Background: an optimization exercise with open tools, aiming at small area, a short achievable clock period and few clock cycles per item. Do not read the settings as production practice.
Function was checked by simulation only, so behaviour that the tests miss may differ from the original.
Power figures rest on the tool's default switching activity, not on a simulated workload.

[flow/config.mk]
export PLATFORM = sky130hd
export DESIGN_NAME = lsu_top
export DESIGN_NICKNAME = lsu_top
export VERILOG_FILES = /design/flow/design.v
export SDC_FILE = /design/flow/constraint.sdc
export NUM_CORES = 4
export LEC_CHECK = 0
export ABC_CLOCK_PERIOD_IN_PS = 2000
export CAP_MARGIN = 20
export CORE_AREA = 3 3 497 497
export DIE_AREA = 0 0 500 500
export SETUP_SLACK_MARGIN = 3.0
export SLEW_MARGIN = 20
export TNS_END_PERCENT = 5
[flow/constraint.sdc]
create_clock -name core_clock -period 5.0 [get_ports {clk}]
set_input_delay 1.0000 -clock core_clock [delete_from_list [all_inputs] [get_ports {clk}]]
set_output_delay 1.0000 -clock core_clock [all_outputs]
set_load 0.01 [all_outputs]
[flow/design.v]
package lsu_pkg;
  localparam int word_w         = 64;
  localparam int beat_w         = 512;
  localparam int words_per_beat = beat_w / word_w;
  localparam int num_banks      = 4;
  localparam int addr_w         = 12;
  localparam int rd_latency     = 4;
  localparam int fifo_depth     = 2;
  localparam int cfg_w          = 16;
  typedef logic [word_w-1:0]            word_t;
  typedef logic [beat_w-1:0]            beat_t;
  typedef logic [addr_w-1:0]            addr_t;
  typedef logic [$clog2(num_banks)-1:0] bank_t;
  typedef logic [cfg_w-1:0]             cfg_t;
  typedef struct packed {
    logic [addr_w-1:0] cur;       
    logic [addr_w-1:0] row;       
    logic [addr_w-1:0] seg;       
    logic [1:0]        bank;      
    logic [cfg_w-1:0]  blk_rem;   
    logic [cfg_w-1:0]  j_rem;     
    logic [cfg_w-1:0]  s_rem;     
    logic              bl;        
    logic              jl;        
    logic              sl;        
  } gen_t;
endpackage
module lsu_addr_gen (
  input  lsu_pkg::gen_t g,
  input  lsu_pkg::cfg_t len,
  input  lsu_pkg::cfg_t block_factor,
  input  lsu_pkg::cfg_t seg_stride,
  output lsu_pkg::gen_t g_step
);
  localparam int AW = lsu_pkg::addr_w;
  localparam int CW = lsu_pkg::cfg_w;
  logic [CW-1:0] j_dec, blk_dec, s_dec;
  logic [AW-1:0] cur_inc, seg_sum, gen, prop;
  logic [AW:0]   carry;
  always_comb begin
    for (int i = 0; i < CW; i++) begin
      j_dec[i]   = g.j_rem[i]   ^ ~|(g.j_rem   & ((CW'(1) << i) - CW'(1)));
      blk_dec[i] = g.blk_rem[i] ^ ~|(g.blk_rem & ((CW'(1) << i) - CW'(1)));
      s_dec[i]   = g.s_rem[i]   ^ ~|(g.s_rem   & ((CW'(1) << i) - CW'(1)));
    end
    for (int i = 0; i < AW; i++) begin
      cur_inc[i] = g.cur[i] ^ &(g.cur | ~((AW'(1) << i) - AW'(1)));
    end
    gen  = g.seg & seg_stride[AW-1:0];
    prop = g.seg ^ seg_stride[AW-1:0];
    for (int i = 0; i <= AW; i++) begin
      carry[i] = 1'b0;
      for (int k = 0; k < i; k++) begin
        carry[i] = carry[i] | (gen[k] & &(prop | ~(((AW'(1) << i) - AW'(1)) & ~((AW'(1) << (k + 1)) - AW'(1)))));
      end
    end
    seg_sum = prop ^ carry[AW-1:0];
  end
  always_comb begin
    g_step = g;
    if (g.jl) begin
      g_step.seg     = seg_sum;
      g_step.cur     = g_step.seg;
      g_step.row     = g_step.seg;
      g_step.bank    = 2'd0;
      g_step.blk_rem = block_factor;
      g_step.bl      = (block_factor == CW'(1));
      g_step.j_rem   = len;
      g_step.jl      = (len == CW'(1));
      g_step.s_rem   = s_dec;
      g_step.sl      = (g.s_rem == CW'(2));
    end else begin
      g_step.j_rem = j_dec;
      g_step.jl    = (g.j_rem == CW'(2));
      if (g.bl) begin
        g_step.blk_rem = block_factor;
        g_step.bl      = (block_factor == CW'(1));
        g_step.bank    = g.bank + 1'b1;
        if (g.bank == 2'd3) begin
          g_step.cur = cur_inc;
          g_step.row = cur_inc;
        end else begin
          g_step.cur = g.row;
        end
      end else begin
        g_step.blk_rem = blk_dec;
        g_step.bl      = (g.blk_rem == CW'(2));
        g_step.cur     = cur_inc;
      end
    end
  end
endmodule
module lsu_top (
  input  logic                          clk,
  input  logic                          rst,
  input  lsu_pkg::beat_t                in_data,
  input  logic                          in_valid,
  output logic                          in_ready,
  output lsu_pkg::beat_t                out_data,
  output logic                          out_valid,
  input  logic                          out_ready,
  input  logic                          start,
  input  logic                          store,
  output logic                          done,
  input  lsu_pkg::cfg_t                 len,
  input  lsu_pkg::cfg_t                 seg_count,
  input  lsu_pkg::cfg_t                 block_factor,
  input  lsu_pkg::cfg_t                 seg_stride,
  input  lsu_pkg::cfg_t                 addr_offset,
  output lsu_pkg::addr_t                ram_addr,
  output lsu_pkg::word_t                ram_d,
  output logic                          ram_we,
  output logic [lsu_pkg::num_banks-1:0] ram_ce,
  input  logic [lsu_pkg::num_banks*lsu_pkg::word_w-1:0] ram_q
);
  localparam int AW = lsu_pkg::addr_w;
  localparam int CW = lsu_pkg::cfg_w;
  localparam int WW = lsu_pkg::word_w;
  localparam int RL = lsu_pkg::rd_latency;
  lsu_pkg::gen_t g, g_step, g_init, g_next;
  logic [7:0] wib;            
  logic       is_st;          
  logic       st_run;         
  logic       ld_run;         
  logic       stall;          
  logic       stall_r;        
  logic       wait_dlv;       
  logic       deliver_r;      
  logic       x_last;
  logic       issue, push, resume, deliver;
  logic       done_next;
  logic [RL:0] rv;            
  logic [RL:0] rlb;           
  logic [RL:0] rlx;           
  logic [1:0]  rbk [RL+1];
  logic        out_last;
  logic [WW-1:0] ret_word;
  assign x_last = g.jl & g.sl;
  assign deliver = out_valid & out_ready;
  assign stall   = out_valid & ~out_ready;
  assign issue   = (st_run & in_valid) | (ld_run & ~stall_r & ~wait_dlv);
  assign push    = ld_run & ~stall_r & ~wait_dlv & wib[0];
  assign resume  = wait_dlv & deliver_r;
  lsu_addr_gen i_step (
    .g (g), .len (len), .block_factor (block_factor), .seg_stride (seg_stride),
    .g_step (g_step)
  );
  always_comb begin
    g_init.cur     = addr_offset[AW-1:0];
    g_init.row     = addr_offset[AW-1:0];
    g_init.seg     = addr_offset[AW-1:0];
    g_init.bank    = 2'd0;
    g_init.blk_rem = block_factor;
    g_init.bl      = (block_factor == CW'(1));
    g_init.j_rem   = len;
    g_init.jl      = (len == CW'(1));
    g_init.s_rem   = seg_count;
    g_init.sl      = (seg_count == CW'(1));
  end
  always_ff @(posedge clk) begin
    if (start) begin
      g     <= g_init;
      wib   <= 8'd1;
      is_st <= store;
    end else if (resume) begin
      g   <= g_next;
      wib <= 8'd1;
    end else if (issue) begin
      g   <= g_step;
      wib <= {wib[6:0], wib[7]};
    end
  end
  always_ff @(posedge clk) begin
    if (push) begin
      g_next <= g;
    end
  end
  assign done_next = (st_run & in_valid & x_last) | (deliver & out_last);
  always_ff @(posedge clk) begin
    if (rst) begin
      st_run    <= 1'b0;
      ld_run    <= 1'b0;
      stall_r   <= 1'b0;
      wait_dlv  <= 1'b0;
      deliver_r <= 1'b0;
      done      <= 1'b0;
      in_ready  <= 1'b0;
    end else begin
      if (start) begin
        st_run   <= store;
        ld_run   <= ~store;
        wait_dlv <= 1'b0;
      end else begin
        if (issue & x_last) begin
          st_run <= 1'b0;
          ld_run <= 1'b0;
        end
        if (stall_r & ~out_last) begin
          ld_run   <= 1'b1;
          wait_dlv <= 1'b1;
        end else if (resume) begin
          wait_dlv <= 1'b0;
        end
      end
      stall_r   <= stall;
      deliver_r <= deliver;
      done      <= done_next;
      in_ready  <= ~start & st_run & ~(in_valid & x_last) &
                   (in_valid ? wib[6] : wib[7]);
    end
  end
  logic [WW-1:0] d_sel;
  always_comb begin
    d_sel = '0;
    for (int w = 0; w < 8; w++) d_sel |= in_data[w*WW +: WW] & {WW{wib[w]}};
  end
  assign ram_we = is_st;
  always_ff @(posedge clk) begin
    if (rst) begin
      ram_ce <= '0;
      rv     <= '0;
      out_valid <= 1'b0;
    end else begin
      ram_ce <= issue ? (4'b0001 << g.bank) : 4'b0000;
      rv     <= stall_r ? '0 : {rv[RL-1:0], issue & ~is_st};
      out_valid <= stall | (rv[RL] & rlb[RL]);
    end
  end
  always_ff @(posedge clk) begin
    ram_addr <= g.cur;
    ram_d    <= d_sel;
    rlb      <= {rlb[RL-1:0], wib[7]};
    rlx      <= {rlx[RL-1:0], x_last};
    rbk[0]   <= g.bank;
    for (int i = 1; i <= RL; i++) rbk[i] <= rbk[i-1];
  end
  always_comb begin
    ret_word = '0;
    for (int b = 0; b < 4; b++) ret_word |= ram_q[b*WW +: WW] & {WW{rbk[RL] == 2'(b)}};
  end
  always_ff @(posedge clk) begin
    if (~stall) begin
      out_data <= {ret_word, out_data[lsu_pkg::beat_w-1:WW]};
      out_last <= rlx[RL];
    end
  end
endmodule
[flow/flow/run.sh]
#!/bin/bash
# Standard ORFS layout with two changes: ports get the smallest plain buffer
# (buf_1) instead of the delay buffer buffer_ports picks on its own, and the
# pins of each data bit are grouped on the die edge (flow/pins.tcl).
set -euo pipefail
bash standard.sh \
  "BUFFER_PORTS_ARGS=-buffer_cell sky130_fd_sc_hd__buf_1" \
  "PRE_IO_PLACEMENT_TCL=$PWD/flow/pins.tcl" \
  finish > standard_make.log 2>&1
[flow/flow/pins.tcl]
# Bit-slice pin groups: for bit b, the four ram_q words, the eight out_data
# words (in shift order), the eight in_data words and ram_d share one stretch
# of the die edge, so each slice's cells can sit together.
for {set b 0} {$b < 64} {incr b} {
  set names {}
  for {set k 0} {$k < 4} {incr k} { lappend names "ram_q\[[expr {64 * $k + $b}]\]" }
  for {set w 7} {$w >= 0} {incr w -1} { lappend names "out_data\[[expr {64 * $w + $b}]\]" }
  for {set w 0} {$w < 8} {incr w} { lappend names "in_data\[[expr {64 * $w + $b}]\]" }
  lappend names "ram_d\[$b\]"
  set_io_pin_constraint -pin_names $names -group -order
}
[flow/standard.sh]
#!/bin/bash
# synth_recipe.tcl (not shown) runs the flow's synth.tcl, then flattens the netlist and writes it again
# the make line also repeats each setting of config.mk as NAME=value (left out here)
make -C /OpenROAD-flow-scripts/flow DESIGN_CONFIG=/design/flow/config.mk WORK_HOME=/design/flow/orfs CLKGATE_MAP_FILE= SYNTH_SCRIPT=/design/flow/synth_recipe.tcl "${@:-finish}"
==> summary.txt, run 1 <==
number of global-route vias before repair 24.4k; layout cells sized above 1 12.6%; Clock Latency Late Sink approximately 0.77 ns; flops & latches, synth roughly 810; synth warn 3; synth-to-layout area growth 44.0%; Async SR Flop Fraction 0%; Place WS 1.78 ns; power consumption 18.0 mW; Die Width 500 um; setup ws final between 2 and 3 ns; Slew headroom approximately 32%; Syn Inst Count 1981; internal reg-to-reg setup slack between 2 and 3 ns; GPL Wtd Cong 0.784; Fmax 424 MHz; Setup Skew 0.107 ns; CTS root buffer clkbuf_16; full die area 0.250 mm2; DR vias 25.4k; cell row count 180; max-slew violations 0; Crit. End Element flop; grt total ovfl 0; hold depth 0; TritonRoute pass-1 iters 6; clock buffer depth 3; startpoint types input port; Fill cells around 26k; Final period util approximately 47%; Hold WC Path Type flop to flop; Die Y-Extent 500 um; Worst EP arrival 2.81 ns; Required @ worst endpoint 5.45 ns; RSZ-0062 raised after global routing yes; Final Util 18.8%; CP Max Fanout 5; min-delay src rbk[2][1]$_DFF_P_; Slew @ Worst Pin a little over 1 ns; worst r2r src g[56]$_DFFE_PP_; clk slew on worst S/H paths 0.06 ns; GRT Total Usage 8.55%; Post-synth EDFFs 690; CTS sink cnt 813; Final Instance Count excl. Fillers 6759; CP top delay family compound AO/OA/AOI/OAI gates; Worst path slowest cell or4_4; worst reg2reg endpoint g[84]$_DFFE_PP_; drt wl/cell 17.3 um; Max VDD drop 309 uV; static leakage 14.6 nW; dominant synthesized flop cell edfxtp_1; first-pass GRT wire length approximately 160000 um; Power per Cell Area 397 mW/mm2; core area 0.242 mm2; vias per inst 3.76; Final Hold Fails 0; area of the multi-input gates 0.00817 mm2; cells along the critical path buf_1 -> ha_4 -> a31o_4 -> o2111a_2 -> or4_4 -> a31oi_4 -> a21oi_1; final setup violation count 0; min Tclk post-route around 2.4 ns; max incr delay on CP 0.52 ns; Inst Count DP between 6k and 7k; Ports 1450; port bufs 1441; Mapped Area 0.0315 mm2; sequential area share after synthesis roughly 74%; Iteration-0 DRC Markers around 2.5k; WHS Endpoint rbk[3][1]$_DFF_P_; H-tree levels 3; CTS tree done; register area 0.0233 mm2; R2R depth 7; CTS buffer count 90; post-DP HPWL 82900 um; Nets about 4.4k; Bufs and invs on worst path 1; Initial Util 13.0%; Residual DRC 0; Netlist cell types 73; Max Cap Viol 0; post-synthesis area per instance between 15 and 20 um2; initial antenna violation count 22; crit path kind input port to flop; outcome complete, no violations; final WL between 100000 and 150000 um; Final ANT Viol Nets 0; synthesized net count 2867; largest net degree at the start of global routing 113
==> layer usage <==
metal	part of all wire (%)	global-route usage [%]	vias up
li1	-	-	11069
met2	47	14.1	1618
met1	38	10.4	12458
met5	0.078	0	-
met4	3.7	3.70	16
met3	11	2.43	221
==> power by group <==
part	total [mW]	switching (mW)	internal, mW
clock network	7.42	3.04	4.39
registers	8.55	0.409	8.14
logic	2.01	1.19	0.819
total	18.0	4.64	13.3
==> cell families after synthesis <==
family,count (synthesis),share of synthesized area [%]
multiplexers,76,4.97
adder cells (fa/ha/maj),32,1.30
buffers and inverters,143,1.74
XOR/XNOR,37,1.03
AND/OR/NAND/NOR,360,5.88
AO/OA/AOI/OAI,520,11.4
flip-flops,813,73.6
==> sequential cells by signal, summed over array words and instances (netlist names) <==
| register | flops |
|---|---|
| ram_ce | 4 |
| rbk | 10 |
| rv | 5 |
| g_next | 89 |
| in_ready | 1 |
| ram_d | 64 |
| rlb | 5 |
| wait_dlv | 1 |
| out_valid | 1 |
| is_st | 1 |
| done | 1 |
| st_run | 1 |
| ld_run | 1 |
| rlx | 5 |
| ram_addr | 12 |
| out_last | 1 |
| deliver_r | 1 |
| g | 89 |
| stall_r | 1 |
| out_data | 512 |
| wib | 8 |
==> cell usage after synthesis, drive strengths merged, types with 8 or more instances <==
master    n  area share, %
nor4     21           0.44
o21ai    83            1.3
nor3     18           0.30
ha       31            1.2
o31ai     9           0.21
nand2b   12           0.24
clkbuf   86            1.0
inv      25           0.30
nor2     77           0.92
buf      32           0.42
nand2    92            1.1
a21oi    65            1.0
dfxtp   123            7.8
a211oi   15           0.36
edfxtp  690             66
xor2      8           0.22
nand3    21           0.33
a31oi    13           0.26
mux4     64            4.6
a21o     12           0.29
o32ai     9           0.25
xnor2    29           0.81
nand4    76            1.5
mux2i    10           0.32
a22oi   262            6.2
==> layout make-up <==
type                       count  area share, %
antenna                        6         0.0331
multi-input combinational   1027           18.0
inverter                      25          0.213
tap                         3185           8.79
timing repair buffer        1534           14.2
clock inverter                54           1.98
sequential                   813           51.3
clock buffer                 115           5.44
==> how the worst max path moves through the flow <==
| stage | startpoint | endpoint | depth (start not counted) |
|---|---|---|---|
| after floorplan | out_ready | out_data[0]$_DFFE_PN_ | 1 |
| after global placement | seg_stride[2] | g[84]$_DFFE_PP_ | 7 |
| after detailed placement | seg_stride[2] | g[86]$_DFFE_PP_ | 7 |
| after CTS | out_data[172]$_DFFE_PN_ | out_data[172] | 1 |
| after global routing | out_data[172]$_DFFE_PN_ | out_data[172] | 1 |
| final | seg_stride[2] | g[84]$_DFFE_PP_ | 7 |
==> timing repair <==
item                                    4_1_cts  5_1_grt
setup buffers                                16       26
hold buffers                                  0        0
cloned                                        2        0
resized for setup                           108       87
pin swaps                                    10       14
endpoints found under the setup margin     1044      930
==> worst reg2reg max path, cell delays in order (launching register included) <==
cell	delay, ns
edfxtp_1	0.44
ha_4	0.27
buf_4	0.15
a21o_1	0.20
o2111a_2	0.20
or4_4	0.52
a31oi_4	0.17
a21oi_1	0.09
==> through the flow <==
stage	hold slack, ns	area, um2	setup TNS, ns
floorplan	0.310	31500	-25.37
global placement	0.310	40900	0
detailed placement	0.313	40900	0
CTS	0.326	44800	0
global route	0.331	45300	0
finish	0.321	45300	0
==> cells in the final DEF (no fill, tap or decap), types with 25 or more instances in the layout <==
| cell type | n |
|---|---|
| mux4_2 | 64 |
| buf_4 | 77 |
| dfxtp_1 | 94 |
| a22oi_1 | 262 |
| buf_1 | 1402 |
| xnor2_1 | 29 |
| clkbuf_16 | 90 |
| a21oi_1 | 64 |
| o21ai_0 | 55 |
| o21ai_1 | 25 |
| nor2_1 | 72 |
| edfxtp_1 | 690 |
| nand2_1 | 88 |
| nand4_1 | 76 |
Testbench counts, summed over its fixed seeds: cycles 73,854, items 9,040.
==> inputs of run 2 (changes only) <==
--- a/flow/config.mk
+++ b/flow/config.mk
@@ -10,2 +10,4 @@
 export CORE_AREA = 3 3 497 497
+export CTS_CLUSTER_DIAMETER = 80
+export CTS_CLUSTER_SIZE = 24
 export DIE_AREA = 0 0 500 500
==> run 2 against run 1 <==
  * Synthesized cell count is the same
  * Largest cell class unchanged
  * Hold slack gained 0.012 ns
  * Count of clock-buffer cells in the layout shrank 51
  * Worst setup slack gained 0.011 ns
  * Largest power group unchanged
  * Critical endpoint unchanged
  * Register-to-register slack gained 0.02 ns
  * First-iteration DRC count shrank 4.9%
  * Sequential share of layout area grew 1.8 points
  * Core utilization shrank 0.62 points
  * Combinational power is essentially flat
==> summary.txt, run 2 <==
cells along the critical path buf_1 -> ha_4 -> a31o_4 -> o2111a_2 -> or4_4 -> a31oi_4 -> a21oi_1; Final Hold Fails 0 (unchanged); CTS sink cnt 813 (unchanged); port bufs 1441 (unchanged); cell row count 180 (unchanged); switching power total 4.19 mW (-9.7%); sequential area share after synthesis 73.6% (unchanged); Final ANT Viol Nets 0 (unchanged); largest net degree at the start of global routing 113 (unchanged); initial antenna violation count 25 (+14%); P_int 11.1 mW (-17%); Max Cap Viol 0 (unchanged); clock power share 30.8% (-10 points); GPL Wtd Cong 0.784 (unchanged); power consumption 15.2 mW (-15%); cell taking the most area after synthesis edfxtp_1; outcome complete, no violations; Ports 1450 (unchanged); Slew headroom 30.5% (-1.5 points); Max VDD drop 289 uV (-6.4%); setup ws final 2.65 ns (+0.0105 ns); Nets 4347 (-0.69%); Initial Util 13.0% (unchanged); core area 0.242 mm2 (unchanged); Netlist cell types 73 (unchanged); dominant synthesized flop cell edfxtp_1; max FFs per register 512 (unchanged); RSZ-0062 raised after global routing yes; post-synthesis area per instance 15.9 um2 (unchanged); Worst EP arrival 2.82 ns (about the same); Residual DRC 0 (unchanged); Worst path slowest cell or4_4; max incr delay on CP 0.52 ns (about the same); post-DP HPWL 82900 um (unchanged); Die Width 500 um (unchanged); Fmax 426 MHz (+0.45%); H-tree levels 2 (-1); Inst Count DP 6540 (unchanged); commonest non-fill, non-tap cells in the layout buf_1 (1402), edfxtp_1 (690), a22oi_1 (262); number of global-route vias before repair 23.8k (-2.3%); Mapped Area 0.0315 mm2 (unchanged); Final period util 47.0% (-0.21 points); drt wl/cell 17.1 um (-1.1%); max-slew violations 0 (unchanged); clk slew on worst S/H paths 0.10 ns (+0.04 ns); Fill cells 26.4k (+0.49%); Slew @ Worst Pin 1.04 ns (+0.0229 ns); TritonRoute pass-1 iters 5 (-1); Post-synth EDFFs 690 (unchanged); clock buffer depth 3 (unchanged); cell with the most instances after synthesis edfxtp_1; Iteration-0 DRC Markers 2344 (-4.9%); Place WS 1.78 ns (unchanged); grt total ovfl 0 (unchanged); CTS tree done; Die Y-Extent 500 um (unchanged); layout cells sized above 1 11.3% (-1.3 points); flops & latches, synth 813 (unchanged); Crit. End Element flop; WHS 0.333 ns (+0.0118 ns); first-pass GRT wire length 156000 um (-2.5%); startpoint types input port; Async SR Flop Fraction 0% (unchanged); CTS buffer count 50 (-44%); Clock Latency Late Sink 0.71 ns (-0.06 ns); final WL 114000 um (-2.1%); top flop regs out_data: 512 flops, g: 89 flops, g_next: 89 flops; CP Max Fanout 5 (unchanged); Final Instance Count excl. Fillers 6689 (-1.0%); Synth top cells by count edfxtp_1 (690), a22oi_1 (262), dfxtp_1 (123); final setup violation count 0 (unchanged); Required @ worst endpoint 5.48 ns (+0.03 ns); Bufs and invs on worst path 1 (unchanged); Setup Skew 0.0503 ns (-0.0569 ns); CTS root buffer clkbuf_16; GRT Total Usage 8.28% (-0.26 points); largest cells by area after synthesis edfxtp_1 (66%), dfxtp_1 (7.8%), a22oi_1 (6.2%), mux4_2 (4.6%), nand4_1 (1.5%); Largest Register out_data; static leakage 13.8 nW (-5.0%); min Tclk post-route 2.35 ns (-0.0105 ns); Seq pwr share 56.0% (+8.5 points); full die area 0.250 mm2 (unchanged); synth warn 3 (unchanged); synth-to-layout area growth 39.2%; vias per inst 3.74 (-0.53%); Switching Fraction 27.4% (+1.7 points); DR vias 25.0k (-1.6%); Power per Cell Area 348 mW/mm2 (-12%); post-synth top area share 65.8% (unchanged); combinational share of power 13.2% (+2.0 points); crit path kind input port to flop; most common cell after layout, fill and taps aside buf_1; synthesized net count 2867 (unchanged); CP top delay family compound AO/OA/AOI/OAI gates; Syn Inst Count 1981 (unchanged); Hold WC Path Type flop to flop
run 2: power groups by stage:
stage	clock network, mW	logic, mW	registers (mW)
floorplan	0	0.673	8.81
global placement	0	1.81	8.65
detailed placement	0	1.83	8.68
CTS	4.96	1.90	8.55
global route	5.18	2.17	8.63
finish	4.70	2.01	8.54
run 2: logic make-up after synthesis:
family,Yosys count,share of synthesized area (%)
flip-flops,813,73.6
AO/OA/AOI/OAI,520,11.4
AND/OR/NAND/NOR,360,5.88
buffers and inverters,143,1.74
multiplexers,76,4.97
XOR/XNOR,37,1.03
adder cells (fa/ha/maj),32,1.30
run 2: final timing paths:
| kind | startpoint | endpoint | slack, ns | depth (start not counted) |
|---|---|---|---|---|
| max reg2reg | g[55]$_DFFE_PP_ | g[84]$_DFFE_PP_ | 2.67 | 6 |
| min reg2reg | rlb[1]$_DFF_P_ | rlb[2]$_DFF_P_ | 0.33 | 0 |
| min | rlb[1]$_DFF_P_ | rlb[2]$_DFF_P_ | 0.33 | 0 |
| max | seg_stride[2] | g[84]$_DFFE_PP_ | 2.65 | 7 |
run 2: metal layers:
layer  up-vias  routed length [um]  GRT usage [%]
li1      10972                   -              -
met1     12274               43200           9.87
met2      1538               54800           14.0
met3       179               12900           2.63
met4        24                3250           2.78
met5         -                 168              0
run 2: final cells by class:
cell class	count	area, um2	area share [%]
multi-input combinational	1027	8190	18.7
sequential	813	23300	53.1
timing repair buffer	1544	6520	14.9
antenna	3	7.51	0.0171
clock inverter	28	412	0.939
tap	3185	3990	9.09
inverter	25	96.3	0.220
clock buffer	64	1350	3.07
run 2: per-stage QoR:
| stage | area (um2) | util [%] | TNS [ns] |
|---|---|---|---|
| after floorplan | 31500 | - | -25.37 |
| after global placement | 40900 | 16.9 | 0 |
| after detailed placement | 40900 | 16.9 | 0 |
| after CTS | 43100 | 17.8 | 0 |
| after global routing | 43800 | 18.1 | 0 |
| final | 43800 | 18.1 | 0 |
run 2: repair_timing:
action / CTS / global route
pin swaps: 6 / 27
gates cloned: 2 / 0
hold buffers: 0 / 0
endpoints found under the setup margin: 1239 / 949
buffers inserted: 9 / 43
resized for setup: 97 / 114
==> inputs of run 3 (changes only) <==
--- a/flow/design.v
+++ b/flow/design.v
@@ -216,5 +216,5 @@
   end
-  assign ram_we = is_st;
   always_ff @(posedge clk) begin
     if (rst) begin
+      ram_we <= 1'b0;
       ram_ce <= '0;
@@ -223,2 +223,3 @@
     end else begin
+      if (start) ram_we <= store;
       ram_ce <= issue ? (4'b0001 << g.bank) : 4'b0000;
==> run 3 against run 2 <==
  * Still clean on timing, DRC and antenna
  * Sequential cell count rose by 1
  * Clock skew grew 0.053 ns
  * First-iteration DRC count shrank 8.1%
  * Wire length rose by 2.2%
  * Core utilization about the same
  * Hold slack got worse by 0.0028 ns
  * Non-clock buffer count fell by 14
  * Cell count increased by 0.13%
  * Worst setup slack gained 0.017 ns
  * Synthesized cell count increased by 0.40%
  * Via count is essentially flat
  * Largest power group unchanged
  * Highest routed layer unchanged
==> summary.txt, run 3 <==
outcome complete, no violations; Syn Inst Count 1989 (+0.40%); Initial Util 13.1% (+0.034 points); Mapped Area 0.0316 mm2 (+0.26%); met1 Use GR 9.84% (-0.037 points); Async SR Flop Fraction 0% (unchanged); cell row count 180 (unchanged); CP Max Fanout 4 (-1); Slew headroom 40.0% (+9.5 points); top flop regs out_data: 512 flops, g: 89 flops, g_next: 89 flops; first-pass GRT wire length 159000 um (+2.0%); TritonRoute pass-1 iters 5 (unchanged); most common cell after layout, fill and taps aside buf_1; final WL 117000 um (+2.2%); CTS hold repair buffers 0 (unchanged); Post-synth EDFFs 690 (unchanged); CTS tree done; largest cells by area after synthesis edfxtp_1 (66%), dfxtp_1 (7.9%), a22oi_1 (6.2%), mux4_2 (4.6%), nand4_1 (1.5%); area of the multi-input gates 0.00811 mm2 (-1.0%); layout cells sized above 1 10.0% (-1.3 points); cell with the most instances after synthesis edfxtp_1; full die area 0.250 mm2 (unchanged); synthesized net count 2875 (+0.28%); Slew @ Worst Pin 0.901 ns (-0.142 ns); vias per inst 3.73 (about the same); Nets 4344 (-0.069%); internal reg-to-reg setup slack 2.67 ns (about the same); Die Width 500 um (unchanged); Place WS 1.78 ns (-0.00436 ns); final setup violation count 0 (unchanged); Iteration-0 DRC Markers 2155 (-8.1%); Final ANT Viol Nets 0 (unchanged); Hold WC Path Type flop to flop; CTS sink cnt 814 (+0.12%); Netlist cell types 69 (-5.5%); GPL Wtd Cong 0.805 (+2.7%); clk slew on worst S/H paths 0.09 ns (about the same); GR Util met2 14.5% (+0.45 points); dominant synthesized flop cell edfxtp_1; Final Instance Count excl. Fillers 6698 (+0.13%); Setup TNS Final 0 ns (unchanged); post-DP HPWL 84300 um (+1.6%); power consumption 15.3 mW (+0.16%); post-synth top area share 65.6% (-0.17 points); Power per Cell Area 348 mW/mm2 (about the same); initial antenna violation count 34 (+36%); met3 usage 2.76% (+0.13 points); largest net degree at the start of global routing 115 (+1.8%); Fill cells 26.4k (-0.064%); DR vias 25.0k (+0.064%); global route hottest layer met2; synth-to-layout area growth 39.0%; core area 0.242 mm2 (unchanged); crit path kind flop to flop; Crit. End Element flop; H-tree levels 2 (unchanged); max FFs per register 512 (unchanged); Ports 1450 (unchanged); Max Cap Viol 0 (unchanged); static leakage 13.8 nW (-0.66%); drt wl/cell 17.5 um (+2.1%); Clock Latency Late Sink 0.74 ns (+0.03 ns); Die Y-Extent 500 um (unchanged); Fmax 429 MHz (+0.71%); area of placed instances 0.0410 mm2 (+0.19%); Residual DRC 0 (unchanged); max-slew violations 0 (unchanged); post-synthesis area per instance 15.9 um2 (-0.14%); synth warn 3 (unchanged); grt total ovfl 0 (unchanged); startpoint types flop; commonest non-fill, non-tap cells in the layout buf_1 (1423), edfxtp_1 (690), a22oi_1 (261); Setup Skew 0.104 ns (+0.0534 ns); RSZ-0062 raised after global routing yes; Synth top cells by count edfxtp_1 (690), a22oi_1 (261), dfxtp_1 (124); cell taking the most area after synthesis edfxtp_1; Inst Count DP 6552 (+0.18%); setup ws final 2.67 ns (+0.0166 ns); Final period util 46.6% (-0.33 points); Required @ worst endpoint 5.48 ns (about the same); Worst EP arrival 2.81 ns (about the same); Final Hold Fails 0 (unchanged); sequential area share after synthesis 73.5% (-0.13 points); port bufs 1441 (unchanged); clock buffer depth 3 (unchanged); GRT Total Usage 8.45% (+0.16 points); flops & latches, synth 814 (+0.12%); register area 0.0233 mm2 (about the same); CTS root buffer clkbuf_16; number of global-route vias before repair 23.9k (+0.43%); min Tclk post-route 2.33 ns (-0.0166 ns); Max VDD drop 287 uV (-0.73%); Largest Register out_data; CTS buffer count 52 (+4.0%); post-route design area 0.0439 mm2 (about the same)
-- run 3: cell count changes after synthesis, moves of 11 or more --
cell / before / now
o21ai_1: 26 / 0
clkbuf_1: 86 / 75
nor3_1: 17 / 36
inv_1: 23 / 37
-- run 3: per-layer routing --
layer	vias to the layer above	wire length, um
li1	10989	-
met2	1526	56400
met1	12295	43600
met5	-	62
met4	10	3830
met3	183	13000
-- run 3: cells by family (layout without fill, tap and decap cells) --
group | count (synthesis) | after routing | synth area share, %
AOI/OAI and AO/OA | 501 | 501 | 11.2
xor gates and xnor gates | 36 | 36 | 0.999
buffers and inverters | 155 | 1666 | 1.91
other | 0 | 11 | 0
and+or+nand+nor | 375 | 377 | 6.11
adders and majority gates | 32 | 32 | 1.29
muxes | 76 | 76 | 4.96
DFF | 814 | 814 | 73.5
-- run 3: report_power, final --
| group | switching, mW | leakage [nW] | total (mW) | internal (mW) |
|---|---|---|---|---|
| registers | 0.375 | 8.18 | 8.44 | 8.06 |
| logic | 1.13 | 4.67 | 1.92 | 0.791 |
| clock network | 2.67 | 0.905 | 4.91 | 2.24 |
| total | 4.18 | 13.8 | 15.3 | 11.1 |
-- run 3: layout make-up --
class / instances / share of cell area [%]
Timing Repair Buffer: 1530 / 14.6
Sequential cell: 814 / 53.1
Clock inverter: 38 / 1.30
Antenna cell: 11 / 0.0628
Clock buffer: 60 / 3.06
Tap cell: 3185 / 9.08
Multi-Input combinational cell: 1022 / 18.5
Inverter: 38 / 0.325
-- run 3: what timing repair did --
item                                     CTS  global route
gates resized for setup                  155            28
endpoints found under the setup margin  1000          1050
setup buffers                             14            21
pin swaps                                 17            11
cloned                                     1             1
-- run 3: worst paths after layout --
check,from,end,cells after the start
setup reg to reg,g[55]$_DFFE_PP_,g[84]$_DFFE_PP_,7
hold / removal,rbk[3][1]$_DFF_P_,rbk[4][1]$_DFF_P_,0
setup / recovery,g[55]$_DFFE_PP_,g[84]$_DFFE_PP_,7
hold reg to reg,rbk[3][1]$_DFF_P_,rbk[4][1]$_DFF_P_,0
-- run 3: worst max-delay path, stage by stage (launching register included) --
cell and delay [ns]:
edfxtp_1 0.46, ha_4 0.27, a311oi_4 0.40, buf_4 0.20, o221ai_4 0.11, mux2i_2 0.18, o41ai_2 0.34, o31ai_1 0.11
-- run 3: through the flow --
step / hold slack (ns) / utilization, %
final: 0.330 / 18.2
after global routing: 0.340 / 18.1
after CTS: 0.331 / 18.0
after detailed placement: 0.312 / 17.0
after global placement: 0.310 / 17.0
after floorplan: 0.310 / -
Testbench counts of run 3, summed over its fixed seeds: cycles 73,854, items 9,040.
==> inputs of run 4 (changes only) <==
--- a/flow/config.mk
+++ b/flow/config.mk
@@ -7,3 +7,3 @@
 export LEC_CHECK = 0
-export ABC_CLOCK_PERIOD_IN_PS = 2000
+export ABC_CLOCK_PERIOD_IN_PS = 1200
 export CAP_MARGIN = 20
==> run 4 against run 3 <==
  * Still clean
  * Clock power about the same
  * Synthesized cell count unchanged
  * Design area unchanged
  * Hold slack unchanged
  * Via count unchanged
  * Clock skew unchanged
  * Critical path type unchanged
  * Largest cell class unchanged
==> summary.txt, run 4 <==
outcome complete, no violations; Crit. End Element flop; Async SR Flop Fraction 0% (unchanged); DR vias 25.0k (unchanged); min Tclk post-route 2.33 ns (unchanged); GRT Total Usage 8.45% (unchanged); TritonRoute pass-1 iters 5 (unchanged); Worst EP arrival 2.81 ns (about the same); vias per inst 3.73 (unchanged); synth-to-layout area growth 39.0% (unchanged); Fill cells 26.4k (unchanged); clk slew on worst S/H paths 0.09 ns (about the same); Die Width 500 um (unchanged); largest net degree at the start of global routing 115 (unchanged); commonest non-fill, non-tap cells in the layout buf_1 (1423), edfxtp_1 (690), a22oi_1 (261); Power per Cell Area 348 mW/mm2 (unchanged); Residual DRC 0 (unchanged); cell with the most instances after synthesis edfxtp_1; final WL 117000 um (unchanged); Slew @ Worst Pin 0.901 ns (unchanged); post-route design area 0.0439 mm2 (unchanged); static leakage 13.8 nW (unchanged); number of global-route vias before repair 23.9k (unchanged); CTS root buffer clkbuf_16; startpoint types flop; Netlist cell types 69 (unchanged); Post-synth EDFFs 690 (unchanged); core area 0.242 mm2 (unchanged); Clock Latency Late Sink 0.74 ns (about the same); switching power total 4.18 mW (unchanged); combinational share of power 12.6% (about the same); Final period util 46.6% (unchanged); Place WS 1.78 ns (unchanged); CTS sink cnt 814 (unchanged); power consumption 15.3 mW (unchanged); clock buffer depth 3 (unchanged); XOR/XNOR Fraction of Synth Area 0.999% (unchanged); drt wl/cell 17.5 um (unchanged); Syn Inst Count 1989 (unchanged); Nets 4344 (unchanged); RSZ-0062 raised after global routing yes; largest family of logic cells by synthesized area compound AO/OA/AOI/OAI gates; post-DP HPWL 84300 um (unchanged); Switching Fraction 27.3% (unchanged); full die area 0.250 mm2 (unchanged); Required @ worst endpoint 5.48 ns (about the same); cell row count 180 (unchanged); cells along the critical path ha_4 -> a311oi_4 -> buf_4 -> o221ai_4 -> mux2i_2 -> o41ai_2 -> o31ai_1; top flop regs out_data: 512 flops, g: 89 flops, g_next: 89 flops; post-synth top area share 65.6% (unchanged); sequential area share after synthesis 73.5% (unchanged); max-slew violations 0 (unchanged); Simple-Gate Fraction of Synth Area 6.11% (unchanged); Hold WC Path Type flop to flop; H-tree levels 2 (unchanged); dominant synthesized flop cell edfxtp_1; Max VDD drop 287 uV (unchanged); synthesized net count 2875 (unchanged); compound-gate portion of the synthesized area 11.2% (unchanged); Slew headroom 40.0% (unchanged); Worst path slowest cell edfxtp_1; Setup Skew 0.104 ns (unchanged); post-synthesis area per instance 15.9 um2 (unchanged); CP Max Fanout 4 (unchanged); crit path kind flop to flop; layout cells sized above 1 10.0% (unchanged); P_int 11.1 mW (unchanged); grt total ovfl 0 (unchanged); CTS hold repair buffers 0 (unchanged); internal reg-to-reg setup slack 2.67 ns (about the same); setup ws final 2.67 ns (unchanged); Mapped Area 0.0316 mm2 (unchanged); mux cell area share after synthesis 4.96% (unchanged); Final ANT Viol Nets 0 (unchanged); first-pass GRT wire length 159000 um (unchanged); Max Cap Viol 0 (unchanged); Post-Synth Adder-Cell Area 1.29% (unchanged); final setup violation count 0 (unchanged); Die Y-Extent 500 um (unchanged); port bufs 1441 (unchanged); flops & latches, synth 814 (unchanged); Fmax 429 MHz (unchanged); area of placed instances 0.0410 mm2 (unchanged); Iteration-0 DRC Markers 2155 (unchanged); initial antenna violation count 34 (unchanged); max FFs per register 512 (unchanged); largest cells by area after synthesis edfxtp_1 (66%), dfxtp_1 (7.9%), a22oi_1 (6.2%), mux4_2 (4.6%), nand4_1 (1.5%); Initial Util 13.1% (unchanged); Final Hold Fails 0 (unchanged); cell taking the most area after synthesis edfxtp_1; Largest Register out_data; synth warn 3 (unchanged); clock power share 32.2% (about the same); Final Util 18.2% (unchanged); most common cell after layout, fill and taps aside buf_1; Synth top cells by count edfxtp_1 (690), a22oi_1 (261), dfxtp_1 (124); Seq pwr share 55.3% (about the same); CTS tree done; GPL Wtd Cong 0.805 (unchanged); Ports 1450 (unchanged); CTS buffer count 52 (unchanged); max incr delay on CP 0.46 ns (about the same)
## run 4: cell counts after synthesis
Identical to the previous run, type by type.
## run 4: power groups by stage
| stage | sequential (mW) | combinational [mW] | clock (mW) |
|---|---|---|---|
| floorplan | 8.71 | 0.646 | 0 |
| global placement | 8.56 | 1.72 | 0 |
| detailed placement | 8.59 | 1.75 | 0 |
| CTS | 8.46 | 1.86 | 5.17 |
| global route | 8.52 | 2.09 | 5.38 |
| finish | 8.44 | 1.92 | 4.91 |
## run 4: critical path: cells and delay by family, from the launching register on
family	cells	cell delay, ns
buffers and inverters	1	0.20
AOI/OAI and AO/OA	4	0.96
adders and majority gates	1	0.27
DFF	1	0.46
muxes	1	0.18
## run 4: what timing repair did
item / CTS / global route
gates cloned: 1 / 1
pin swaps: 17 / 11
buffers inserted: 14 / 21
endpoints found under the setup margin: 1000 / 1050
resized for setup: 155 / 28
## run 4: metal layers
| layer | global-route usage (%) | vias to the layer above | share of wire (%) |
|---|---|---|---|
| li1 | - | 10989 | - |
| met1 | 9.84 | 12295 | 37 |
| met2 | 14.5 | 1526 | 48 |
| met3 | 2.76 | 183 | 11 |
| met4 | 2.94 | 10 | 3.3 |
| met5 | 0 | - | 0.053 |
## run 4: final cells by class
type / count / area [um2] / share of cell area [%]
Sequential cell: 814 / 23300 / 53.1
Multi-Input combinational cell: 1022 / 8110 / 18.5
Timing Repair Buffer: 1530 / 6410 / 14.6
Tap cell: 3185 / 3990 / 9.08
Clock buffer: 60 / 1340 / 3.06
Clock inverter: 38 / 571 / 1.30
Inverter: 38 / 143 / 0.325
Antenna cell: 11 / 27.5 / 0.0628
## run 4: final timing paths
check / startpoint / to / depth (start not counted)
worst max-delay path: g[55]$_DFFE_PP_ / g[84]$_DFFE_PP_ / 7
worst min-delay path: rbk[3][1]$_DFF_P_ / rbk[4][1]$_DFF_P_ / 0
worst max register to register: g[55]$_DFFE_PP_ / g[84]$_DFFE_PP_ / 7
worst min register to register: rbk[3][1]$_DFF_P_ / rbk[4][1]$_DFF_P_ / 0
## run 4: stage by stage
| stage | hold slack [ns] | cells | TNS, ns |
|---|---|---|---|
| after floorplan | 0.310 | 1989 | -25.37 |
| after global placement | 0.310 | 6552 | 0 |
| after detailed placement | 0.312 | 6552 | 0 |
| after CTS | 0.331 | 6665 | 0 |
| after global routing | 0.340 | 6694 | 0 |
| final | 0.330 | 6698 | 0 |
## run 4: cells by family (layout without fill, tap and decap cells)
kind of cell,after synthesis,in the layout
flip-flops,814,814
AO/OA/AOI/OAI,501,501
adder cells (fa/ha/maj),32,32
multiplexers,76,76
other,0,11
XOR/XNOR,36,36
buffers and inverters,155,1666
AND/OR/NAND/NOR,375,377
==> inputs of run 5 (changes only) <==
--- a/flow/config.mk
+++ b/flow/config.mk
@@ -7,3 +7,2 @@
 export LEC_CHECK = 0
-export ABC_CLOCK_PERIOD_IN_PS = 1200
 export CAP_MARGIN = 20
@@ -13,2 +12,3 @@
 export DIE_AREA = 0 0 500 500
+export PLACE_DENSITY = 0.75
 export SETUP_SLACK_MARGIN = 3.0
==> run 5 against run 4 <==
  * Still clean
  * Die area unchanged
  * Count of clock-buffer cells in the layout up 2
  * Register-to-register slack worse by 0.03 ns
  * Cell count down 0.22%
  * Critical path depth unchanged
  * Wire length down 2.0%
  * Design area down 0.31%
  * Non-clock buffer count down 7
  * Sequential share of layout area up 0.15 points
  * Synthesized area unchanged
  * Sequential power about the same
  * Critical path type is now input port to flop
  * Largest cell class unchanged
==> summary.txt, run 5 <==
TritonRoute pass-1 iters 7 (+2); Netlist cell types 69 (unchanged); post-route design area 0.0437 mm2 (-0.31%); cell row count 180 (unchanged); Fmax 406 MHz (-5.4%); top flop regs out_data: 512 flops, g: 89 flops, g_next: 89 flops; layout cells sized above 1 10.2% (+0.18 points); met1 Use GR 9.24% (-0.59 points); RSZ-0062 raised after global routing yes; hold depth 0 (unchanged); GR Util met2 14.5% (-0.019 points); power consumption 15.1 mW (-1.2%); max-slew violations 0 (unchanged); Final Hold Fails 0 (unchanged); combinational share of power 12.7% (about the same); Post-Synth Adder-Cell Area 1.29% (unchanged); largest cells by area after synthesis edfxtp_1 (66%), dfxtp_1 (7.9%), a22oi_1 (6.2%), mux4_2 (4.6%), nand4_1 (1.5%); grt total ovfl 0 (unchanged); post-synthesis area per instance 15.9 um2 (unchanged); Post-synth EDFFs 690 (unchanged); drt wl/cell 17.1 um (-1.8%); largest family of logic cells by synthesized area compound AO/OA/AOI/OAI gates; Final Util 18.1% (-0.056 points); Nets 4334 (-0.23%); area of placed instances 0.0410 mm2 (-0.11%); Residual DRC 0 (unchanged); GPL Wtd Cong 0.837 (+4.0%); Fill cells 26.2k (-0.55%); global route hottest layer met2; Syn Inst Count 1989 (unchanged); Switching Fraction 26.9% (-0.42 points); Mapped Area 0.0316 mm2 (unchanged); DR vias 25.2k (+0.96%); Seq pwr share 56.1% (+0.8 points); R2R depth 6 (-1); Slew headroom 36.1% (-3.9 points); initial antenna violation count 24 (-29%); Worst EP arrival 2.93 ns (+0.12 ns); Worst path slowest cell a311oi_4; CTS tree done; Max VDD drop 302 uV (+5.3%); port bufs 1441 (unchanged); core area 0.242 mm2 (unchanged); Initial Util 13.1% (unchanged); CTS root buffer clkbuf_16; Final ANT Viol Nets 0 (unchanged); setup ws final 2.54 ns (-0.132 ns); XOR/XNOR Fraction of Synth Area 0.999% (unchanged); synth warn 3 (unchanged); CP Max Fanout 5 (+1); static leakage 13.7 nW (-0.41%); post-DP HPWL 82600 um (-2.0%); Die Width 500 um (unchanged); Setup TNS Final 0 ns (unchanged); P_int 11.0 mW (-0.63%); vias per inst 3.78 (+1.2%); synth-to-layout area growth 38.5%; most common cell after layout, fill and taps aside buf_1; clk slew on worst S/H paths 0.10 ns (about the same); met3 usage 2.68% (-0.085 points); H-tree levels 2 (unchanged); largest net degree at the start of global routing 120 (+4.3%); dominant synthesized flop cell edfxtp_1; max FFs per register 512 (unchanged); compound-gate portion of the synthesized area 11.2% (unchanged); Die Y-Extent 500 um (unchanged); commonest non-fill, non-tap cells in the layout buf_1 (1406), edfxtp_1 (690), a22oi_1 (261); Largest Register out_data; full die area 0.250 mm2 (unchanged); flops & latches, synth 814 (unchanged); switching power total 4.06 mW (-2.7%); max incr delay on CP 0.48 ns (+0.02 ns); Slew @ Worst Pin 0.959 ns (+0.0583 ns); synthesized net count 2875 (unchanged); clock power share 31.3% (-0.9 points); GRT Total Usage 8.21% (-0.24 points); Iteration-0 DRC Markers 2769 (+28%); startpoint types input port; outcome complete, no violations; Clock Latency Late Sink 0.71 ns (-0.03 ns); Hold WC Path Type flop to flop; cell with the most instances after synthesis edfxtp_1; crit path kind input port to flop; number of global-route vias before repair 24.4k (+2.3%); Crit. End Element flop; Synth top cells by count edfxtp_1 (690), a22oi_1 (261), dfxtp_1 (124); Max Cap Viol 0 (unchanged); Async SR Flop Fraction 0% (unchanged); cells along the critical path buf_1 -> ha_4 -> a311oi_4 -> o31ai_4 -> or4_4 -> a31oi_1 -> o21ai_0; Setup Skew 0.0552 ns (-0.0485 ns); Final period util 49.3% (+2.6 points); CTS hold repair buffers 0 (unchanged); Place WS 1.78 ns (+0.00185 ns); final WL 115000 um (-2.0%); Power per Cell Area 345 mW/mm2 (-0.89%); Required @ worst endpoint 5.46 ns (-0.02 ns); CTS sink cnt 814 (unchanged); sequential area share after synthesis 73.5% (unchanged); mux cell area share after synthesis 4.96% (unchanged); cell taking the most area after synthesis edfxtp_1; clock buffer depth 3 (unchanged); Simple-Gate Fraction of Synth Area 6.11% (unchanged); CTS buffer count 49 (-5.8%); min Tclk post-route 2.46 ns (+0.132 ns); final setup violation count 0 (unchanged); Ports 1450 (unchanged); first-pass GRT wire length 155000 um (-2.2%); post-synth top area share 65.6% (unchanged)
## run 5: power groups by stage
stage          logic, mW  clock network [mW]  registers [mW]
2_1_floorplan      0.646                   0            8.71
3_3_place_gp        1.70                   0            8.55
6_report            1.91                4.72            8.46
4_1_cts             1.82                4.94            8.45
5_1_grt             2.07                5.17            8.53
3_5_place_dp        1.74                   0            8.59
## run 5: area by class of cell
| class | count | area [um2] | area share (%) |
|---|---|---|---|
| Antenna cell | 10 | 25.0 | 0.0572 |
| Clock buffer | 62 | 1280 | 2.94 |
| Clock inverter | 29 | 468 | 1.07 |
| Inverter | 38 | 143 | 0.326 |
| Multi-Input combinational cell | 1022 | 8190 | 18.7 |
| Sequential cell | 814 | 23300 | 53.2 |
| Tap cell | 3185 | 3990 | 9.11 |
| Timing Repair Buffer | 1523 | 6370 | 14.6 |
## run 5: kinds of logic after synthesis
logic type                 count (synthesis)
DFF                                      814
AOI/OAI and AO/OA                        501
and+or+nand+nor                          375
buffers and inverters                    155
muxes                                     76
xor gates and xnor gates                  36
adders and majority gates                 32
## run 5: worst max-delay path, delay by kind of cell
family / cells / cell delay [ns]
adder cells (fa/ha/maj): 1 / 0.29
buffers and inverters: 1 / 0.25
AO/OA/AOI/OAI: 4 / 0.92
AND/OR/NAND/NOR: 1 / 0.45
## run 5: what timing repair did
item / 4_1_cts / 5_1_grt
pin swaps: 2 / 18
gates cloned: 1 / 1
setup buffers: 6 / 26
gates resized for setup: 131 / 83
endpoints found under the setup margin: 1324 / 1297
## run 5: layer usage
layer	share of wire [%]	vias to the layer above	wire length, um
met5	0.11	-	126
met2	50	1701	57100
met4	2.6	18	3040
li1	-	10971	-
met1	36	12368	40800
met3	12	185	13500
## run 5: final timing paths
path | startpoint | endpoint | slack, ns
worst max-delay path | seg_stride[2] | g[73]$_DFFE_PP_ | 2.54
worst min-delay path | rbk[1][1]$_DFF_P_ | rbk[2][1]$_DFF_P_ | 0.32
worst max register to register | g[55]$_DFFE_PP_ | g[73]$_DFFE_PP_ | 2.64
worst min register to register | rbk[1][1]$_DFF_P_ | rbk[2][1]$_DFF_P_ | 0.32
## run 5: through the flow
| stage | hold slack, ns | cells |
|---|---|---|
| floorplan | 0.310 | 1989 |
| global placement | 0.310 | 6548 |
| detailed placement | 0.312 | 6548 |
| CTS | 0.308 | 6646 |
| global route | 0.300 | 6681 |
| finish | 0.316 | 6683 |
==> inputs of run 6 (changes only) <==
--- a/flow/flow/run.sh
+++ b/flow/flow/run.sh
@@ -8,2 +8,3 @@
   "PRE_IO_PLACEMENT_TCL=$PWD/flow/pins.tcl" \
+  "IO_PLACER_V=met2 met4" \
   finish > standard_make.log 2>&1
--- a/flow/config.mk
+++ b/flow/config.mk
@@ -8,7 +8,6 @@
 export CAP_MARGIN = 20
-export CORE_AREA = 3 3 497 497
+export CORE_AREA = 8 8 392 392
 export CTS_CLUSTER_DIAMETER = 80
 export CTS_CLUSTER_SIZE = 24
-export DIE_AREA = 0 0 500 500
-export PLACE_DENSITY = 0.75
+export DIE_AREA = 0 0 400 400
 export SETUP_SLACK_MARGIN = 3.0
==> run 6 against run 5 <==
  * Sequential power is essentially flat
  * First-iteration DRC count is 14% lower
  * Sequential cell count stayed put
  * Synthesized cell count unchanged
  * Global-route usage up 4.8 points
  * Worst setup slack improved by 0.081 ns
  * Critical path type is now flop to flop
  * Critical endpoint is now out_data[463]$_DFFE_PN_
==> summary.txt, run 6 <==
drt wl/cell 21.4 um (+25%); Nets 4347 (+0.30%); Netlist cell types 69 (unchanged); synth warn 3 (unchanged); first-pass GRT wire length 161000 um (+3.3%); CP Max Fanout 37 (+32); Final Instance Count excl. Fillers 5439 (-19%); initial antenna violation count 15 (-38%); Final ANT Viol Nets 0 (unchanged); combinational share of power 12.7% (about the same); post-synth top area share 65.6% (unchanged); Inst Count DP 5287 (-19%); Fill cells 15.2k (-42%); outcome complete, no violations; Seq pwr share 55.3% (-0.8 points); Required @ worst endpoint 5.40 ns (-0.06 ns); max FFs per register 512 (unchanged); CTS tree done; commonest non-fill, non-tap cells in the layout buf_1 (1401), edfxtp_1 (690), a22oi_1 (261); Synth top cells by count edfxtp_1 (690), a22oi_1 (261), dfxtp_1 (124); final setup violation count 0 (unchanged); Final period util 47.7% (-1.6 points); Slew headroom 33.2% (-2.9 points); P_int 11.1 mW (+0.54%); Die Width 400 um (-20%); post-route design area 0.0422 mm2 (-3.4%); max-slew violations 0 (unchanged); CTS hold repair buffers 0 (unchanged); Worst EP arrival 2.78 ns (-0.15 ns); Die Y-Extent 400 um (-20%); H-tree levels 2 (unchanged); TritonRoute pass-1 iters 6 (-1); Residual DRC 0 (unchanged); Max VDD drop 258 uV (-15%); startpoint types flop; GRT Total Usage 13.0% (+4.8 points); Initial Util 21.5% (+8.4 points); core area 0.147 mm2 (-39%); clock buffer depth 3 (unchanged); flops & latches, synth 814 (unchanged); Mapped Area 0.0316 mm2 (unchanged); crit path kind flop to flop; Final Util 28.7% (+11 points); Async SR Flop Fraction 0% (unchanged); CTS sink cnt 814 (unchanged); power consumption 15.3 mW (+1.1%); final WL 116000 um (+1.5%); Syn Inst Count 1989 (unchanged); CTS buffer count 52 (+6.1%); Switching Fraction 27.4% (+0.43 points); static leakage 13.8 nW (+0.64%); RSZ-0062 raised after global routing yes; area of placed instances 0.0394 mm2 (-3.9%); post-DP HPWL 85100 um (+3.1%); register area 0.0233 mm2 (about the same); Max Cap Viol 0 (unchanged); largest cells by area after synthesis edfxtp_1 (66%), dfxtp_1 (7.9%), a22oi_1 (6.2%), mux4_2 (4.6%), nand4_1 (1.5%); Power per Cell Area 361 mW/mm2 (+4.7%); Fmax 420 MHz (+3.4%); post-synthesis area per instance 15.9 um2 (unchanged); Iteration-0 DRC Markers 2380 (-14%); Ports 1450 (unchanged); area of the multi-input gates 0.00823 mm2 (+0.50%); WHS 0.329 ns (+0.0123 ns); port bufs 1441 (unchanged); Hold WC Path Type flop to flop; number of global-route vias before repair 26.5k (+8.5%); synth-to-layout area growth 33.8%; Slew @ Worst Pin 1.00 ns (+0.0435 ns); full die area 0.160 mm2 (-36%); clk slew on worst S/H paths 0.09 ns (about the same); Post-synth EDFFs 690 (unchanged); Crit. End Element flop; DR vias 25.7k (+1.9%); CTS root buffer clkbuf_16; vias per inst 4.73 (+25%); dominant synthesized flop cell edfxtp_1; layout cells sized above 1 10.8% (+0.61 points); GPL Wtd Cong 0.839 (+0.18%); largest net degree at the start of global routing 93 (-23%); synthesized net count 2875 (unchanged); clock power share 32.0% (+0.7 points); min Tclk post-route 2.38 ns (-0.0814 ns); Largest Register out_data; cell taking the most area after synthesis edfxtp_1; Setup Skew 0.0500 ns (-0.00526 ns); Final Hold Fails 0 (unchanged); grt total ovfl 0 (unchanged); top flop regs out_data: 512 flops, g: 89 flops, g_next: 89 flops; Clock Latency Late Sink 0.71 ns (about the same); cell with the most instances after synthesis edfxtp_1; most common cell after layout, fill and taps aside buf_1; cell row count 141 (-22%); sequential area share after synthesis 73.5% (unchanged); switching power total 4.17 mW (+2.7%)
==> run 6: cell counts after synthesis <==
Identical to the previous run, type by type.
==> run 6: worst paths after layout <==
kind	from	endpoint	slack, ns	cells after the start
hold reg to reg	rbk[3][1]$_DFF_P_	rbk[4][1]$_DFF_P_	0.33	0
setup reg to reg	rbk[4][1]$_DFF_P_	out_data[463]$_DFFE_PN_	2.62	2
setup / recovery	rbk[4][1]$_DFF_P_	out_data[463]$_DFFE_PN_	2.62	2
hold / removal	rbk[3][1]$_DFF_P_	rbk[4][1]$_DFF_P_	0.33	0
==> run 6: logic make-up after synthesis <==
group                      share of synthesized area [%]
buffers and inverters                               1.91
DFF                                                 73.5
AOI/OAI and AO/OA                                   11.2
xor gates and xnor gates                           0.999
adders and majority gates                           1.29
and+or+nand+nor                                     6.11
muxes                                               4.96
==> run 6: power by group through the flow <==
| stage | Clock (mW) | Sequential (mW) | Combinational, mW |
|---|---|---|---|
| after CTS | 5.10 | 8.44 | 1.87 |
| after floorplan | 0 | 8.71 | 0.646 |
| after global routing | 5.29 | 8.53 | 2.09 |
| after detailed placement | 0 | 8.58 | 1.78 |
| after global placement | 0 | 8.55 | 1.77 |
| final | 4.88 | 8.44 | 1.94 |
==> run 6: layer usage <==
layer	track usage (%)	vias up	wire, um
li1	-	10995	-
met1	14.8	12216	41300
met2	21.3	1798	54200
met3	3.84	696	11400
met4	8.38	12	9260
met5	0	-	76
==> run 6: area by class of cell <==
| type | instances | area share, % |
|---|---|---|
| Antenna cell | 5 | 0.0296 |
| Clock buffer | 62 | 3.17 |
| Clock inverter | 35 | 1.29 |
| Inverter | 38 | 0.350 |
| Multi-Input combinational cell | 1024 | 19.5 |
| Sequential cell | 814 | 55.1 |
| Tap cell | 1930 | 5.72 |
| Timing Repair Buffer | 1531 | 14.9 |
==> run 6: per-stage QoR <==
step                TNS (ns)  setup WS, ns
floorplan             -25.37       -0.0495
global placement           0          1.81
detailed placement         0          1.74
CTS                        0          2.63
global route               0          2.62
finish                     0          2.62
==> run 6: timing repair <==
item	CTS	global route
cloned	4	0
endpoints found under the setup margin	1188	1102
pin swaps	14	21
gates resized for setup	74	107
setup buffers	14	32
==> run 6: worst max-delay path: stages (launching register included) <==
cell and delay, ns:
dfxtp_4 0.82, buf_4 0.64, mux4_2 0.44
==> inputs of run 7 (changes only) <==
--- a/flow/flow/run.sh
+++ b/flow/flow/run.sh
@@ -8,3 +8,2 @@
   "PRE_IO_PLACEMENT_TCL=$PWD/flow/pins.tcl" \
-  "IO_PLACER_V=met2 met4" \
   finish > standard_make.log 2>&1
--- a/flow/config.mk
+++ b/flow/config.mk
@@ -8,6 +8,6 @@
 export CAP_MARGIN = 20
-export CORE_AREA = 8 8 392 392
-export CTS_CLUSTER_DIAMETER = 80
-export CTS_CLUSTER_SIZE = 24
-export DIE_AREA = 0 0 400 400
+export CORE_AREA = 3 3 497 497
+export CTS_CLUSTER_DIAMETER = 60
+export CTS_CLUSTER_SIZE = 20
+export DIE_AREA = 0 0 500 500
 export SETUP_SLACK_MARGIN = 3.0
==> run 7 against run 6 <==
  * Still clean
  * Sequential power about the same
  * Sequential cell count unchanged
  * Power grew 9.5%
  * Cell count rose by 24%
  * Via count is 1.5% lower
==> summary.txt, run 7 <==
outcome complete, no violations; full die area 0.250 mm2 (+56%); H-tree levels 3 (+1); Clock Latency Late Sink 0.72 ns (about the same); Setup Skew 0.0563 ns (+0.00632 ns); Final Hold Fails 0 (unchanged); static leakage 14.3 nW (+3.4%); Nets 4383 (+0.83%); CTS tree done; Final period util 47.3% (-0.35 points); Worst path slowest cell ha_2; Max Cap Viol 0 (unchanged); crit path kind flop to flop; GRT Total Usage 8.61% (-4.4 points); Required @ worst endpoint 5.46 ns (+0.06 ns); core area 0.242 mm2 (+64%); Netlist cell types 69 (unchanged); Highest Signal Layer met5; number of global-route vias before repair 24.2k (-8.7%); WHS 0.327 ns (-0.00198 ns); Worst EP arrival 2.82 ns (+0.04 ns); largest cells by area after synthesis edfxtp_1 (66%), dfxtp_1 (7.9%), a22oi_1 (6.2%), mux4_2 (4.6%), nand4_1 (1.5%); Final ANT Viol Nets 0 (unchanged); grt total ovfl 0 (unchanged); max incr delay on CP 0.46 ns (-0.36 ns); startpoint types flop; Largest Register out_data; post-route design area 0.0448 mm2 (+6.2%); Mapped Area 0.0316 mm2 (unchanged); initial antenna violation count 35 (+20); final WL 118000 um (+1.6%); final setup violation count 0 (unchanged); Final Instance Count excl. Fillers 6754 (+24%); Power per Cell Area 373 mW/mm2 (+3.1%); Slew @ Worst Pin 0.900 ns (-0.102 ns); CTS buffer count 74 (+42%); Fmax 423 MHz (+0.73%); synth warn 3 (unchanged); CTS hold repair buffers 0 (unchanged); largest net degree at the start of global routing 115 (+24%); Async SR Flop Fraction 0% (unchanged); CTS sink cnt 814 (unchanged); clock buffer depth 3 (unchanged); TritonRoute pass-1 iters 5 (-1); post-DP HPWL 84300 um (-1.0%); Hold WC Path Type flop to flop; cell row count 180 (+28%); min Tclk post-route 2.37 ns (-0.0174 ns); most common cell after layout, fill and taps aside buf_1; met1 WL 44000 um (+6.5%); sequential area share after synthesis 73.5% (unchanged); Setup TNS Final 0 ns (unchanged); layout cells sized above 1 12.0% (+1.2 points); Residual DRC 0 (unchanged); Post-synth EDFFs 690 (unchanged); cells along the critical path ha_2 -> a21oi_4 -> or3_1 -> a311o_1 -> a221oi_2 -> nor4_1; cell taking the most area after synthesis edfxtp_1; clk slew on worst S/H paths 0.08 ns (about the same); CP Max Fanout 7 (-81%); first-pass GRT wire length 161000 um (+0.21%); Synth top cells by count edfxtp_1 (690), a22oi_1 (261), dfxtp_1 (124); Initial Util 13.1% (-8.4 points); max-slew violations 0 (unchanged); DR vias 25.3k (-1.5%); metal3 WL 12800 um (+12%); Met2 Wirelength 56900 um (+5.0%); Die Width 500 um (+25%); CTS root buffer clkbuf_16; Die Y-Extent 500 um (+25%); cell with the most instances after synthesis edfxtp_1; post-synthesis area per instance 15.9 um2 (unchanged); Inst Count DP 6552 (+24%); post-synth top area share 65.6% (unchanged); Ports 1450 (unchanged); max FFs per register 512 (unchanged); vias per inst 3.75 (-21%); area of placed instances 0.0410 mm2 (+4.2%); Slew headroom 40.0% (+6.8 points); Iteration-0 DRC Markers 2225 (-6.5%); top flop regs out_data: 512 flops, g: 89 flops, g_next: 89 flops; port bufs 1441 (unchanged); flops & latches, synth 814 (unchanged); RSZ-0062 raised after global routing yes; synthesized net count 2875 (unchanged); Syn Inst Count 1989 (unchanged); commonest non-fill, non-tap cells in the layout buf_1 (1420), edfxtp_1 (690), a22oi_1 (261); dominant synthesized flop cell edfxtp_1; drt wl/cell 17.5 um (-18%); GPL Wtd Cong 0.805 (-4.0%); Crit. End Element flop; Max VDD drop 255 uV (-1.1%); synth-to-layout area growth 42.1%
## run 7: cell counts after synthesis
No cell type changed its count.
## run 7: cell type report
type | instances | area [um2]
multi-input combinational | 1022 | 8190
fill | 26282 | 197000
clock inverter | 54 | 757
antenna | 11 | 27.5
clock buffer | 83 | 1950
sequential | 814 | 23300
tap | 3185 | 3990
inverter | 38 | 143
timing repair buffer | 1547 | 6530
## run 7: critical path: cells and delay by family, from the launching register on
kind                     cells  cell delay (ns)
AND/OR/NAND/NOR              2             0.45
adder cells (fa/ha/maj)      1             0.46
flip-flops                   1             0.43
AO/OA/AOI/OAI                3             0.76
## run 7: cell families after synthesis
kind of cell | share of synthesized area [%]
flops | 73.5
compound gates | 11.2
simple gates | 6.11
buf+inv | 1.91
mux | 4.96
xor+xnor | 0.999
fa+ha+maj | 1.29
## run 7: path summary, 6_finish.rpt
| path | end | cells after the start | slack, ns | start |
|---|---|---|---|---|
| hold reg to reg | rbk[4][1]$_DFF_P_ | 0 | 0.33 | rbk[3][1]$_DFF_P_ |
| hold / removal | rbk[4][1]$_DFF_P_ | 0 | 0.33 | rbk[3][1]$_DFF_P_ |
| setup reg to reg | g[76]$_DFFE_PP_ | 6 | 2.63 | g[57]$_DFFE_PP_ |
| setup / recovery | g[76]$_DFFE_PP_ | 6 | 2.63 | g[57]$_DFFE_PP_ |
## run 7: repair_timing
| action | CTS | global route |
|---|---|---|
| cloned | 1 | 1 |
| buffers inserted | 16 | 36 |
| resized for setup | 162 | 42 |
| pin swaps | 22 | 16 |
| endpoints found under the setup margin | 977 | 1002 |
## run 7: layer usage
layer  track usage, %  up-vias
met5                0        -
met4             3.29       12
met3             3.09      216
met2             14.5     1526
met1             9.92    12491
li1                 -    11089
## run 7: through the flow
stage / worst slack, ns / power [mW] / utilization [%]
3_5_place_dp: 1.78 / 10.3 / 17.0
3_3_place_gp: 1.82 / 10.3 / 17.0
4_1_cts: 2.56 / 17.0 / 18.4
5_1_grt: 2.54 / 17.5 / 18.6
6_report: 2.63 / 16.7 / 18.6
2_1_floorplan: -0.0495 / 9.35 / -
## run 7: power breakdown
| group | internal [mW] | leakage [nW] | total [mW] | switching, mW |
|---|---|---|---|---|
| clock | 3.23 | 1.31 | 6.31 | 3.08 |
| sequential | 8.07 | 8.18 | 8.45 | 0.386 |
| combinational | 0.821 | 4.78 | 1.95 | 1.13 |

static timing again, ports no longer ideal:
No port has a modelled driver above. Below, the same layouts with a new extraction and two added sets of constraints.
Step 1 sets driving cells, clkbuf_16 on the clock port and buf_2 on the other inputs (assumed; they add their load-dependent delay and slew).
Step 2 moves the port delays by t, midway between the first and last clock arrival at a register: inputs arrive t later, outputs are due t later. That takes back most of the time a late clock gives input paths.
Three values: ideal ports, drivers, drivers and shift; two values: the first two.
| run | shift t [ns] | setup slack, ns | worst slew at a driven data input, ns | pins driven straight from the clock port |
|---|---|---|---|---|
| run 1 | 0.786 | 2.641 / 2.602 / 1.884 | 0.34 | 1 |
| run 2 | 0.772 | 2.652 / 2.609 / 1.900 | 0.45 | 1 |
| run 3 | 0.768 | 2.668 / 2.594 / 1.825 | 0.35 | 1 |
| run 4 | 0.768 | 2.668 / 2.594 / 1.825 | 0.35 | 1 |
| run 5 | 0.769 | 2.536 / 2.577 / 1.808 | 0.33 | 1 |
| run 6 | 0.729 | 2.618 / 2.618 / 2.021 | 0.25 | 1 |
| run 7 | 0.775 | 2.635 / 2.613 / 1.876 | 0.29 | 1 |
After both steps every run listed still meets setup and hold.
